Background: an optimization exercise with open tools, aiming at small area, a short achievable clock period and few clock cycles per item. Do not read the settings as production practice.
No functional check of the RTL was part of any run shown here.

==> flow/design.v, too long to show whole: its modules and the start of the top module <==
// module idct_1d_serial: 2584 lines
// module idct_add: 9 lines
// module idct_pix: 26 lines
module idct_1d_serial #(
    parameter int OFFSET = 0
) (
    input  logic        clk,
    input  logic        rst,
    input  logic [95:0] coef_in,
    input  logic        in_valid,
    output logic        in_ready,
    output logic [63:0] pix_out,
    output logic        out_valid,
    input  logic        out_ready
);
  // ...
==> flow/flow/run.sh <==
#!/bin/bash
# Standard ORFS layout with one extra step between synthesis and floorplan:
# fixinv.py cancels the inverters that Yosys's adder extraction leaves between full-adder
# cells (a full adder is self-dual, so flipping its polarity is a pure rewiring).
# flow/make_vars.txt, if present, lists extra ORFS make variables (one per line), e.g. the
# setup slack margin repair_timing aims for.  Every tool's output goes to its own log file.
set -euo pipefail
WORK=$(pwd)
RES=$WORK/orfs/results/${FLOW_PLATFORM}/idct_1d_serial/base
EXTRA=()
if [[ -f flow/make_vars.txt ]]; then
  while IFS= read -r line; do
    [[ -n "$line" ]] && EXTRA+=("$line")
  done < flow/make_vars.txt
fi
bash standard.sh ${EXTRA[@]+"${EXTRA[@]}"} "$RES/1_2_yosys.v" > "$WORK/synth.log" 2>&1
cp "$RES/1_2_yosys.v" "$WORK/1_2_yosys.orig.v"
python3 flow/fixinv.py "$WORK/1_2_yosys.orig.v" "$RES/1_2_yosys.v" > "$WORK/fixinv.log" 2>&1
bash standard.sh ${EXTRA[@]+"${EXTRA[@]}"} finish > "$WORK/layout.log" 2>&1
==> flow/flow/fixinv.py <==
#!/usr/bin/env python3
"""Cancel inverters around full-adder cells in a Yosys gate netlist.

A full adder is self-dual: FA(~a,~b,~c) = (~sum, ~cout).  Yosys's extract_fa picks
polarities cell by cell, which leaves inverters between adders.  This pass flips adders
(connects the complements of their inputs and complements their outputs) whenever that
lowers the number of inverters, then writes the netlist back.  The logic is unchanged.
usage: fixinv.py in.v out.v
"""
import re
import sys

OUTPINS = {'X', 'Y', 'Q', 'Q_N', 'SUM', 'COUT', 'HI', 'LO'}
INV = 'sky130_fd_sc_hd__inv_1'


def is_inv(t):
    return re.fullmatch(r'sky130_fd_sc_hd__(clk)?inv_\d+', t) is not None


def is_fa(t):
    return re.fullmatch(r'sky130_fd_sc_hd__fa_\d+', t) is not None


def main(src, dst):
    text = open(src).read()
    m = re.search(r'^(module .*?;\n)(.*?)^endmodule', text, re.S | re.M)
    head_mod, body = m.group(1), m.group(2)
    pre, post = text[:m.start()], text[m.end():]
    cell_re = re.compile(r'^  (sky130_fd_sc_hd__\w+) (\S+) \((.*?)\);\n', re.S | re.M)
    decls = []
    cells = {}
    order = []
    pos = 0
    for cm in cell_re.finditer(body):
        decls.append(body[pos:cm.start()])
        pos = cm.end()
        typ, name, pins = cm.group(1), cm.group(2), cm.group(3)
        pm = {}
        for p, n in re.findall(r'\.(\w+)\(((?:[^()])*)\)', pins):
            pm[p] = n.strip()
        cells[name] = [typ, pm]
        order.append(name)
    rest = body[pos:]
    if rest.strip():
        # assigns or other statements: keep them, but treat their nets as fixed
        pass
    declstr = ''.join(decls)
    outports = set()
    for om in re.finditer(r'^\s*output\s+(\[(\d+):(\d+)\]\s+)?(\S+?)\s*;', head_mod + declstr, re.M):
        if om.group(1):
            hi, lo = int(om.group(2)), int(om.group(3))
            for i in range(min(hi, lo), max(hi, lo) + 1):
                outports.add(f"{om.group(4)}[{i}]")
        else:
            outports.add(om.group(4))
    fixed = set(re.findall(r'[\\\w$\[\]\.]+', rest)) if rest.strip() else set()

    drv = {}
    loads = {}

    def add_load(n, c, p):
        loads.setdefault(n, set()).add((c, p))

    for c in order:
        typ, pm = cells[c]
        for p, n in pm.items():
            if p in OUTPINS:
                drv[n] = (c, p)
            else:
                add_load(n, c, p)
    for n in outports:
        add_load(n, '$PORT', n)

    cnt = [0]

    def newnet():
        cnt[0] += 1
        return f"_fixinv_{cnt[0]}_"

    def newinv(a):
        cnt[0] += 1
        c = f"_fixinvc_{cnt[0]}_"
        y = newnet()
        cells[c] = [INV, {'A': a, 'Y': y}]
        order.append(c)
        drv[y] = (c, 'Y')
        add_load(a, c, 'A')
        return c, y

    def inv_driver(n):
        d = drv.get(n)
        if d and d[0] in cells and is_inv(cells[d[0]][0]):
            return d[0]
        return None

    def inv_load(n):
        for c, p in loads.get(n, ()):
            if c != '$PORT' and c in cells and is_inv(cells[c][0]):
                return c
        return None

    def connect(c, p, n):
        old = cells[c][1][p]
        loads[old].discard((c, p))
        cells[c][1][p] = n
        add_load(n, c, p)

    def remove_cell(c):
        typ, pm = cells.pop(c)
        for p, n in pm.items():
            if p in OUTPINS:
                drv.pop(n, None)
            else:
                loads[n].discard((c, p))

    def gain(f):
        """inverters saved by flipping f (estimate)"""
        typ, pm = cells[f]
        g = 0
        for p in ('A', 'B', 'CIN'):
            n = pm[p]
            I = inv_driver(n)
            if I is not None:
                if len(loads[n]) == 1 and cells[I][1]['Y'] not in outports:
                    g += 1
            elif inv_load(n) is None:
                g -= 1
        for p in ('SUM', 'COUT'):
            o = pm[p]
            ls = loads.get(o, set())
            invs = [c for c, q in ls if c != '$PORT' and is_inv(cells[c][0])
                    and cells[c][1]['Y'] not in outports and cells[c][1]['Y'] not in fixed]
            others = len(ls) - len(invs)
            g += len(invs)
            if others:
                g -= 1
        return g

    def flip(f):
        typ, pm = cells[f]
        for p in ('A', 'B', 'CIN'):
            n = pm[p]
            I = inv_driver(n)
            if I is not None:
                connect(f, p, cells[I][1]['A'])
                if not loads[n] and n not in outports:
                    remove_cell(I)
            else:
                J = inv_load(n)
                y = cells[J][1]['Y'] if J else newinv(n)[1]
                connect(f, p, y)
        for p in ('SUM', 'COUT'):
            o = pm[p]
            o2 = newnet()
            drv.pop(o, None)
            cells[f][1][p] = o2
            drv[o2] = (f, p)
            ls = list(loads.get(o, set()))
            for c, q in ls:
                if c != '$PORT' and is_inv(cells[c][0]):
                    y = cells[c][1]['Y']
                    if y in outports or y in fixed:
                        continue
                    for c2, q2 in list(loads.get(y, set())):
                        connect(c2, q2, o2)
                    remove_cell(c)
            if loads.get(o):
                # remaining loads need the old polarity: o = ~o2
                cnt[0] += 1
                c = f"_fixinvc_{cnt[0]}_"
                cells[c] = [INV, {'A': o2, 'Y': o}]
                order.append(c)
                drv[o] = (c, 'Y')
                add_load(o2, c, 'A')

    def ninv():
        return sum(1 for c in cells if is_inv(cells[c][0]))

    before = ninv()
    fas = [c for c in order if is_fa(cells[c][0])]
    for it in range(20):
        changed = 0
        for f in fas:
            if gain(f) > 0:
                k0 = ninv()
                flip(f)
                changed += 1
        if not changed:
            break
    # half adders whose outputs are only used inverted, or whose inputs both come from
    # inverters, become two plain gates that absorb those inverters
    AREA = {'xor2': 8.7584, 'xnor2': 8.7584, 'and2': 6.256, 'nand2': 3.7536,
            'nor2': 3.7536, 'or2': 6.256}
    OUTPIN = {'xor2': 'X', 'xnor2': 'Y', 'and2': 'X', 'nand2': 'Y', 'nor2': 'Y', 'or2': 'X'}
    INVERSE = {'xor2': 'xnor2', 'xnor2': 'xor2', 'and2': 'nand2', 'nand2': 'and2',
               'nor2': 'or2', 'or2': 'nor2'}
    nha = 0
    has = [c for c in order if c in cells and re.fullmatch(r'sky130_fd_sc_hd__ha_1', cells[c][0])]
    for h in has:
        pm = cells[h][1]
        na, nb, ns, nc = pm['A'], pm['B'], pm['SUM'], pm['COUT']
        Ia, Ib = inv_driver(na), inv_driver(nb)
        use_src = Ia is not None and Ib is not None and Ia != Ib
        if use_src:
            ia, ib = cells[Ia][1]['A'], cells[Ib][1]['A']
            sfun, cfun = 'xor2', 'nor2'
        else:
            ia, ib = na, nb
            sfun, cfun = 'xor2', 'and2'
        plan = []
        saved = 12.512
        for net, fun in ((ns, sfun), (nc, cfun)):
            ls = loads.get(net, set())
            invs = [c for c, q in ls if c != '$PORT' and is_inv(cells[c][0])
                    and cells[c][1]['Y'] not in outports and cells[c][1]['Y'] not in fixed]
            if ls and len(invs) == len(ls):
                plan.append((net, INVERSE[fun], invs))
                saved += 3.7536 * len(invs)
                saved -= AREA[INVERSE[fun]]
            else:
                plan.append((net, fun, []))
                saved -= AREA[fun]
        if use_src:
            for I, n in ((Ia, na), (Ib, nb)):
                if len(loads[n]) == 1 and cells[I][1]['Y'] not in outports:
                    saved += 3.7536
        if saved <= 0.01:
            continue
        remove_cell(h)
        for net, fun, invs in plan:
            cnt[0] += 1
            c = f"_fixinvc_{cnt[0]}_"
            if invs:
                out = cells[invs[0]][1]['Y']
                for I in invs:
                    y = cells[I][1]['Y']
                    remove_cell(I)
                    if y != out:
                        for c2, q2 in list(loads.get(y, set())):
                            connect(c2, q2, out)
            else:
                out = net
            cells[c] = ['sky130_fd_sc_hd__' + fun + '_1', {'A': ia, 'B': ib, OUTPIN[fun]: out}]
            order.append(c)
            drv[out] = (c, OUTPIN[fun])
            add_load(ia, c, 'A')
            add_load(ib, c, 'B')
        if use_src:
            for I, n in ((Ia, na), (Ib, nb)):
                if I in cells and not loads.get(n) and n not in outports:
                    remove_cell(I)
        nha += 1
    print(f"fixinv: half adders split into gates: {nha}", file=sys.stderr)

    # merge inverters that share an input
    byin = {}
    for c in list(order):
        if c in cells and is_inv(cells[c][0]):
            a, y = cells[c][1]['A'], cells[c][1]['Y']
            if y in outports or y in fixed:
                continue
            if a in byin:
                keep = byin[a]
                ky = cells[keep][1]['Y']
                for c2, q2 in list(loads.get(y, set())):
                    connect(c2, q2, ky)
                remove_cell(c)
            else:
                byin[a] = c
    # drop inverters with no loads
    for c in list(order):
        if c in cells and is_inv(cells[c][0]):
            y = cells[c][1]['Y']
            if not loads.get(y) and y not in outports and y not in fixed:
                remove_cell(c)
    after = ninv()
    print(f"fixinv: inverters {before} -> {after}", file=sys.stderr)

    newnets = set()
    for c in order:
        if c in cells:
            for n in cells[c][1].values():
                if n.startswith('_fixinv_'):
                    newnets.add(n)
    out = [pre, head_mod, declstr]
    for n in sorted(newnets):
        out.append(f"  wire {n};\n")
    for c in order:
        if c not in cells:
            continue
        typ, pm = cells[c]
        pins = ',\n'.join(f"    .{p}({n}{' ' if n.startswith(chr(92)) else ''})" for p, n in pm.items())
        out.append(f"  {typ} {c} (\n{pins}\n  );\n")
    out.append(rest)
    out.append('endmodule')
    out.append(post)
    open(dst, 'w').write(''.join(out))


if __name__ == '__main__':
    main(sys.argv[1], sys.argv[2])
==> flow/flow/make_vars.txt <==
SETUP_SLACK_MARGIN=6.3
BUFFER_PORTS_ARGS=-buffer_cell sky130_fd_sc_hd__buf_1
==> flow/standard.sh <==
#!/bin/bash
# synth_recipe.tcl (not shown) runs the flow's synth.tcl, then flattens the netlist and writes it again
# the make line also repeats each setting of config.mk as NAME=value (left out here)
make -C /OpenROAD-flow-scripts/flow DESIGN_CONFIG=/design/flow/config.mk WORK_HOME=/design/flow/orfs CLKGATE_MAP_FILE= SYNTH_SCRIPT=/design/flow/synth_recipe.tcl "${@:-finish}"
==> flow/config.mk <==
export PLATFORM = sky130hd
export DESIGN_NAME = idct_1d_serial
export DESIGN_NICKNAME = idct_1d_serial
export VERILOG_FILES = /design/flow/design.v
export SDC_FILE = /design/flow/constraint.sdc
export NUM_CORES = 4
export LEC_CHECK = 0
export ABC_CLOCK_PERIOD_IN_PS = 3000
export CAP_MARGIN = 20
export CORE_MARGIN = 2
export CORE_UTILIZATION = 40
export CTS_BUF_LIST = sky130_fd_sc_hd__clkbuf_8
export SLEW_MARGIN = 20
export SYNTH_HIERARCHICAL = 1
export SYNTH_MINIMUM_KEEP_SIZE = 0
==> flow/constraint.sdc <==
create_clock -name core_clock -period 11.0 [get_ports {clk}]
set_input_delay 2.2000 -clock core_clock [delete_from_list [all_inputs] [get_ports {clk}]]
set_output_delay 2.2000 -clock core_clock [all_outputs]
set_load 0.01 [all_outputs]
==> flow_summary_export.csv, run 1 <==
group,metric,value,unit
grt,overflow,0,
worst_setup_path,r2r_start,"x7_q[6]",
grt,globalRouteMet3Util,3.66,%
detailed_routing,wire_length_on_met2,53800,µm
final_layout,layout.cells.most_common,"sky130_fd_sc_hd__fa_1",
place,detailed_place_hpwl,95100,µm
final_layout,largest_reg_flops,64,
timing,unrepaired_setup_endpoints_after_global_routing,"yes",
worst_setup_path,critical_path.endpoint,"in_ready",
synthesis,synth_area_per_cell,11.0,µm²
clock_tree,path_clk_slew,50,ps
final_layout,num-fill-cells,9586,
final_layout,post-route-util,45.4,%
final_layout,design_area,0.0463,mm²
floorplanning,die-width,325,µm
worst_setup_path,ff2ff_setup_slack,6350,ps
final_layout,area_dominant_class,"multi-input combinational cells",
final_layout,regMostFlops,"pix_q",
outcome,status,"complete, no violations",
timing,period_needed,4670,ps
final_layout,final.clkbuf_count,70,
final_layout,fin_nets,5200,
grt,grt_antenna_before_repair,7,
worst_setup_path,critical-path-slowest-cell,"sky130_fd_sc_hd__clkbuf_2",
floorplanning,std_cell_rows,117,
clock_tree,postCtsSetupBuffers,34,
worst_setup_path,largest_delay_share_family_worst_path,"buffers and inverters",
final_layout,post_layout_nonfiller_instances,5553,
min_path,worst_hold_path.num_cells,1,
timing,clock.fmax,214,MHz
final_layout,layout_common_cells,"534 x sky130_fd_sc_hd__fa_1, 426 x sky130_fd_sc_hd__ha_1, 410 x sky130_fd_sc_hd__inv_1",
place,placed_cells,5261,
==> run 2, diff against run 1 <==
--- a/flow/design.v
+++ b/flow/design.v
@@ -12,29 +12,48 @@
 );
     function automatic logic [7:0] offset_pixel(input logic signed [13:0] y);
         logic signed [15:0] t;
         t = 16'(y) + 16'(OFFSET);
         if (t < 0) offset_pixel = 8'd0;
         else if (t > 255) offset_pixel = 8'd255;
         else offset_pixel = t[7:0];
     endfunction
+    logic en_q;
     logic [1:0] v_q;
-    logic ovn_q;
+    logic ov_q, sv_q, push, pop, ov_d, sv_d, en_d;
     logic en;
-    assign en        = ovn_q | out_ready;
-    assign in_ready  = out_ready;
-    assign out_valid = !ovn_q;
+    assign en        = en_q;
+    assign in_ready  = en_q;
+    assign out_valid = ov_q;
+    assign push      = en_q & v_q[1];
+    assign pop       = ov_q & out_ready;
+    always_comb begin
+        ov_d = ov_q;
+        sv_d = sv_q;
+        if (sv_q) begin
+            if (pop) sv_d = push;
+        end else if (ov_q && !pop) begin
+            sv_d = push;
+        end else begin
+            ov_d = push;
+        end
+        en_d = !(ov_d && sv_d);
+    end
     always_ff @(posedge clk or posedge rst) begin
         if (rst) begin
-            v_q   <= '0;
-            ovn_q <= 1'b1;
-        end else if (en) begin
-            v_q   <= {v_q, in_valid & out_ready};
-            ovn_q <= !v_q[1];
+            en_q <= 1'b0;
+            v_q  <= '0;
+            ov_q <= 1'b0;
+            sv_q <= 1'b0;
+        end else begin
+            en_q <= en_d;
+            if (en_q) v_q <= {v_q, in_valid};
+            ov_q <= ov_d;
+            sv_q <= sv_d;
         end
     end
     logic [12:0] s04_1;
     logic hs2;
     logic hc3;
     logic hs4;
     logic hc5;
     logic hs6;
@@ -2573,18 +2592,29 @@
     assign pix1_1248 = (OFFSET == 0) ? (ah1241[14] ? 8'd0 : ((ah1241[9] | ah1241[10] | ah1241[11] | ah1241[12] | ah1241[13]) ? 8'd255 : {ah1241[8], ah1241[7], ah1241[6], ah1241[5], ah1241[4], ah1241[3], ah1241[2], ah1241[1]})) : offset_pixel({ah1241[14], ah1241[13], ah1241[12], ah1241[11], ah1241[10], ah1241[9], ah1241[8], ah1241[7], ah1241[6], ah1241[5], ah1241[4], ah1241[3], ah1241[2], ah1241[1]});
     assign pix2_1249 = (OFFSET == 0) ? (ah1243[14] ? 8'd0 : ((ah1243[9] | ah1243[10] | ah1243[11] | ah1243[12] | ah1243[13]) ? 8'd255 : {ah1243[8], ah1243[7], ah1243[6], ah1243[5], ah1243[4], ah1243[3], ah1243[2], ah1243[1]})) : offset_pixel({ah1243[14], ah1243[13], ah1243[12], ah1243[11], ah1243[10], ah1243[9], ah1243[8], ah1243[7], ah1243[6], ah1243[5], ah1243[4], ah1243[3], ah1243[2], ah1243[1]});
     assign pix3_1250 = (OFFSET == 0) ? (ah1245[14] ? 8'd0 : ((ah1245[9] | ah1245[10] | ah1245[11] | ah1245[12] | ah1245[13]) ? 8'd255 : {ah1245[8], ah1245[7], ah1245[6], ah1245[5], ah1245[4], ah1245[3], ah1245[2], ah1245[1]})) : offset_pixel({ah1245[14], ah1245[13], ah1245[12], ah1245[11], ah1245[10], ah1245[9], ah1245[8], ah1245[7], ah1245[6], ah1245[5], ah1245[4], ah1245[3], ah1245[2], ah1245[1]});
     assign pix4_1251 = (OFFSET == 0) ? (ah1246[14] ? 8'd0 : ((ah1246[9] | ah1246[10] | ah1246[11] | ah1246[12] | ah1246[13]) ? 8'd255 : {ah1246[8], ah1246[7], ah1246[6], ah1246[5], ah1246[4], ah1246[3], ah1246[2], ah1246[1]})) : offset_pixel({ah1246[14], ah1246[13], ah1246[12], ah1246[11], ah1246[10], ah1246[9], ah1246[8], ah1246[7], ah1246[6], ah1246[5], ah1246[4], ah1246[3], ah1246[2], ah1246[1]});
     assign pix5_1252 = (OFFSET == 0) ? (ah1244[14] ? 8'd0 : ((ah1244[9] | ah1244[10] | ah1244[11] | ah1244[12] | ah1244[13]) ? 8'd255 : {ah1244[8], ah1244[7], ah1244[6], ah1244[5], ah1244[4], ah1244[3], ah1244[2], ah1244[1]})) : offset_pixel({ah1244[14], ah1244[13], ah1244[12], ah1244[11], ah1244[10], ah1244[9], ah1244[8], ah1244[7], ah1244[6], ah1244[5], ah1244[4], ah1244[3], ah1244[2], ah1244[1]});
     assign pix6_1253 = (OFFSET == 0) ? (ah1242[14] ? 8'd0 : ((ah1242[9] | ah1242[10] | ah1242[11] | ah1242[12] | ah1242[13]) ? 8'd255 : {ah1242[8], ah1242[7], ah1242[6], ah1242[5], ah1242[4], ah1242[3], ah1242[2], ah1242[1]})) : offset_pixel({ah1242[14], ah1242[13], ah1242[12], ah1242[11], ah1242[10], ah1242[9], ah1242[8], ah1242[7], ah1242[6], ah1242[5], ah1242[4], ah1242[3], ah1242[2], ah1242[1]});
     assign pix7_1254 = (OFFSET == 0) ? (ah1240[14] ? 8'd0 : ((ah1240[9] | ah1240[10] | ah1240[11] | ah1240[12] | ah1240[13]) ? 8'd255 : {ah1240[8], ah1240[7], ah1240[6], ah1240[5], ah1240[4], ah1240[3], ah1240[2], ah1240[1]})) : offset_pixel({ah1240[14], ah1240[13], ah1240[12], ah1240[11], ah1240[10], ah1240[9], ah1240[8], ah1240[7], ah1240[6], ah1240[5], ah1240[4], ah1240[3], ah1240[2], ah1240[1]});
     assign pix = {pix0_1247, pix1_1248, pix2_1249, pix3_1250, pix4_1251, pix5_1252, pix6_1253, pix7_1254};
-    logic [63:0] pix_q;
-    always_ff @(posedge clk) if (en) pix_q <= pix;
+    logic [63:0] pix_q, skid_q;
+    always_ff @(posedge clk) begin
+        if (sv_q) begin
+            if (pop) begin
+                pix_q  <= skid_q;
+                skid_q <= pix;
+            end
+        end else if (ov_q && !pop) begin
+            skid_q <= pix;
+        end else begin
+            pix_q <= pix;
+        end
+    end
     assign pix_out = pix_q;
 endmodule
 module idct_add #(
     parameter int W = 20
 ) (
     input  logic [W-1:0] a,
     input  logic [W-1:0] b,
     output logic [W-1:0] s
==> flow/flow/make_vars.txt (replaced) <==
SETUP_SLACK_MARGIN=6.9
BUFFER_PORTS_ARGS=-buffer_cell sky130_fd_sc_hd__buf_1
==> flow_summary_export.csv, run 2 <==
group,metric,value,unit
detailed_routing,wl_per_cell,21.6,µm
clock_tree,ctsLongestPathBuffers,3,
floorplanning,die_height,339,µm
place,placed_cells,5673,
clock_tree,htree_levels,3,
outcome,status,"complete, no violations",
min_path,timing.hold.worst.start,"v_q[0]",
clock_tree,cts_made_buffers,77,
final_layout,drive_above_1_share,23.1,%
detailed_routing,total_number_of_vias,33762,
clock_tree,clkSinkCount,414,
synthesis,synth_area,0.0448,mm²
detailed_routing,route.detailed.drc,0,
synthesis,synth.yosys.warnings,7,
worst_setup_path,ff2ff_setup_slack,6590,ps
run,drv.max_cap_violation_count,0,
grt,grt_pass1_vias,33785,
synthesis,syn_inst,4086,
detailed_routing,ant_nets,0,
clock_tree,clkLatencyLatePin,730,ps
final_layout,num-fill-cells,10028,
timing,final_count_of_hold_timing_violations,0,
synthesis,synth_area_per_cell,11.0,µm²
timing,fin_clk_skew,46.0,ps
timing,clock.fmax,227,MHz
grt,grt_first_pass_wirelength,204000,µm
clock_tree,path_clk_slew,60,ps
grt,global_route.usage.total,23.0,%
final_layout,layout.cells.most_common,"sky130_fd_sc_hd__fa_1",
grt,grt_antenna_before_repair,1,
clock_tree,cts_root_buf,"sky130_fd_sc_hd__clkbuf_8",
worst_setup_path,rr_endpoint,"eo1_q[12]",
clock_tree,cts.hold.buffers_added,0,
detailed_routing,drt_first_iter_violations,2669,
floorplanning,std_cell_rows,122,
detailed_routing,detail_route.vias_per_cell,5.46,
worst_setup_path,cp_data_arrival_time,4880,ps
detailed_routing,wirelength,134000,µm
timing,unrepaired_setup_endpoints_after_global_routing,"yes",
place,detailed_place_hpwl,104000,µm
timing,period_needed,4410,ps
min_path,hold_path_end,"v_q[1]",
grt,overflow,0,
worst_setup_path,timing_worst_setup_path_type,"flop to flop",
timing,period_share,40.1,%
timing,setup_tns,0,ps
clock_tree,tritoncts,"done",
worst_setup_path,r2r_cells,13,
grt,grt_max_degree,94,
timing,max_slew.worst_pin.slew,1030,ps
min_path,worstHoldPathType,"flop to flop",
timing,final_number_of_setup_violating_endpoints,0,
timing,report.final.slew_viol_count,0,
final_layout,layout_common_cells,"448 x sky130_fd_sc_hd__fa_1, 435 x sky130_fd_sc_hd__inv_1, 409 x sky130_fd_sc_hd__edfxtp_1",
timing,worst_slew_margin_rel,29.2,%
floorplanning,floorplan.initialDensity,40.4,%
worst_setup_path,required,11470,ps
worst_setup_path,critPathMaxFanout,5,
floorplanning,die_outline_area,0.115,mm²
floorplanning,floorplan.core_area,0.111,mm²
final_layout,area_growth,22.1,%
worst_setup_path,start_kind,"flop",
worst_setup_path,r2r_start,"d_q[4]",
floorplanning,die-width,339,µm
final_layout,largest_registers,"pix_q: 64 flops, skid_q: 64 flops",
place,gp_congestion,0.978,
final_layout,post_layout_nonfiller_instances,6182,
floorplanning,pin_count,166,
worst_setup_path,endpoint_kind,"flop",
min_path,worst_hold_path.num_cells,1,
detailed_routing,tritonroute_pass_1_iters,8,
place,port_buffers,165,
final_layout,fin_nets,5693,
-- run 2: metal layers --
| metal | up-vias | global-route usage, % | routed length, µm | share of wire (%) |
|---|---|---|---|---|
| met5 | - | 0 | 0 | 0 |
| met4 | 0 | 7.06 | 4020 | 3.0 |
| met3 | 190 | 4.81 | 9480 | 7.1 |
| met2 | 1098 | 35.2 | 59500 | 44 |
| met1 | 16861 | 32.7 | 60800 | 45 |
| li1 | 15613 | - | - | - |
-- run 2: how the worst max path moves through the flow --
| stage | start | end | slack (ps) | cells after the start |
|---|---|---|---|---|
| 2_1_floorplan | en_q | in_ready | 6570 | 0 |
| 3_3_place_gp | x7_q[11] | eo3_q[21] | 6240 | 11 |
| 3_5_place_dp | x2m3_q[0] | eo3_q[11] | 6140 | 11 |
| 4_1_cts | d_q[4] | eo2_q[10] | 6610 | 12 |
| 5_1_grt | s_q[3] | eo0_q[10] | 6500 | 15 |
| 6_report | d_q[4] | eo1_q[12] | 6590 | 13 |
-- run 2: timing repair --
item,in CTS,in global routing
setup buffers,285,81
setup endpoints to repair,110,115
hold endpoints to repair,0,0
pin swaps,209,184
resized for setup,369,251
cloned,0,0
-- run 2: per-stage QoR --
stage | setup WS (ps) | instance area [µm²] | util (%) | hold slack, ps
2_1_floorplan | 6570 | 45400 | - | 475
3_3_place_gp | 6240 | 47500 | 42.9 | 489
3_5_place_dp | 6140 | 47500 | 42.9 | 503
4_1_cts | 6610 | 52800 | 47.7 | 503
5_1_grt | 6500 | 54700 | 49.3 | 528
6_report | 6590 | 54700 | 49.3 | 501
-- run 2: layout make-up --
| cell class | count | area (µm²) | share of cell area [%] |
|---|---|---|---|
| Clock buffer | 78 | 1070 | 1.96 |
| Multi-Input combinational cell | 3120 | 33200 | 60.7 |
| Antenna cell | 2 | 5.00 | 0.00916 |
| Sequential cell | 414 | 12400 | 22.7 |
| Inverter | 476 | 1860 | 3.40 |
| Tap cell | 1488 | 1860 | 3.41 |
| Timing Repair Buffer | 542 | 3850 | 7.05 |
| Clock inverter | 62 | 417 | 0.762 |
-- run 2: critical path, cell delays in order, from the launching register on --
cell	delay, ps
sky130_fd_sc_hd__edfxtp_1	520
sky130_fd_sc_hd__buf_4	200
sky130_fd_sc_hd__buf_6	120
sky130_fd_sc_hd__fa_1	430
sky130_fd_sc_hd__fa_1	520
sky130_fd_sc_hd__fa_2	450
sky130_fd_sc_hd__fa_1	510
sky130_fd_sc_hd__ha_4	320
sky130_fd_sc_hd__and3_4	200
sky130_fd_sc_hd__and3_2	200
sky130_fd_sc_hd__a31oi_4	140
sky130_fd_sc_hd__buf_4	180
sky130_fd_sc_hd__a21oi_1	120
sky130_fd_sc_hd__and3b_2	240

==> what the ideal ports hide <==
How much do the figures lean on ideal ports? The routed layouts below were timed once more, with nothing changed but the port constraints. Step 1, drivers: a clkbuf_16 drives clk and a buf_2 each remaining input, both assumed. Step 2 moves the port delays by t, midway between the first and last clock arrival at a register: inputs arrive t later, outputs are due t later. That takes back most of the time a late clock gives input paths. Slacks: ideal / step 1 / step 2; pairs: ideal / step 1.
run	t, ns	setup WS [ns]	clock arrival spread, ns	cell pins on the clock port's net
run 1	0.733	6.329 / 6.308 / 5.832	0.034 / 0.034	1
run 2	0.778	6.589 / 6.589 / 6.280	0.046 / 0.046	1
After both steps every run listed still meets setup and hold. For run 1, which loses most, drivers alone change the setup slack by -0.021 ns; drivers and shift together by -0.497 ns.
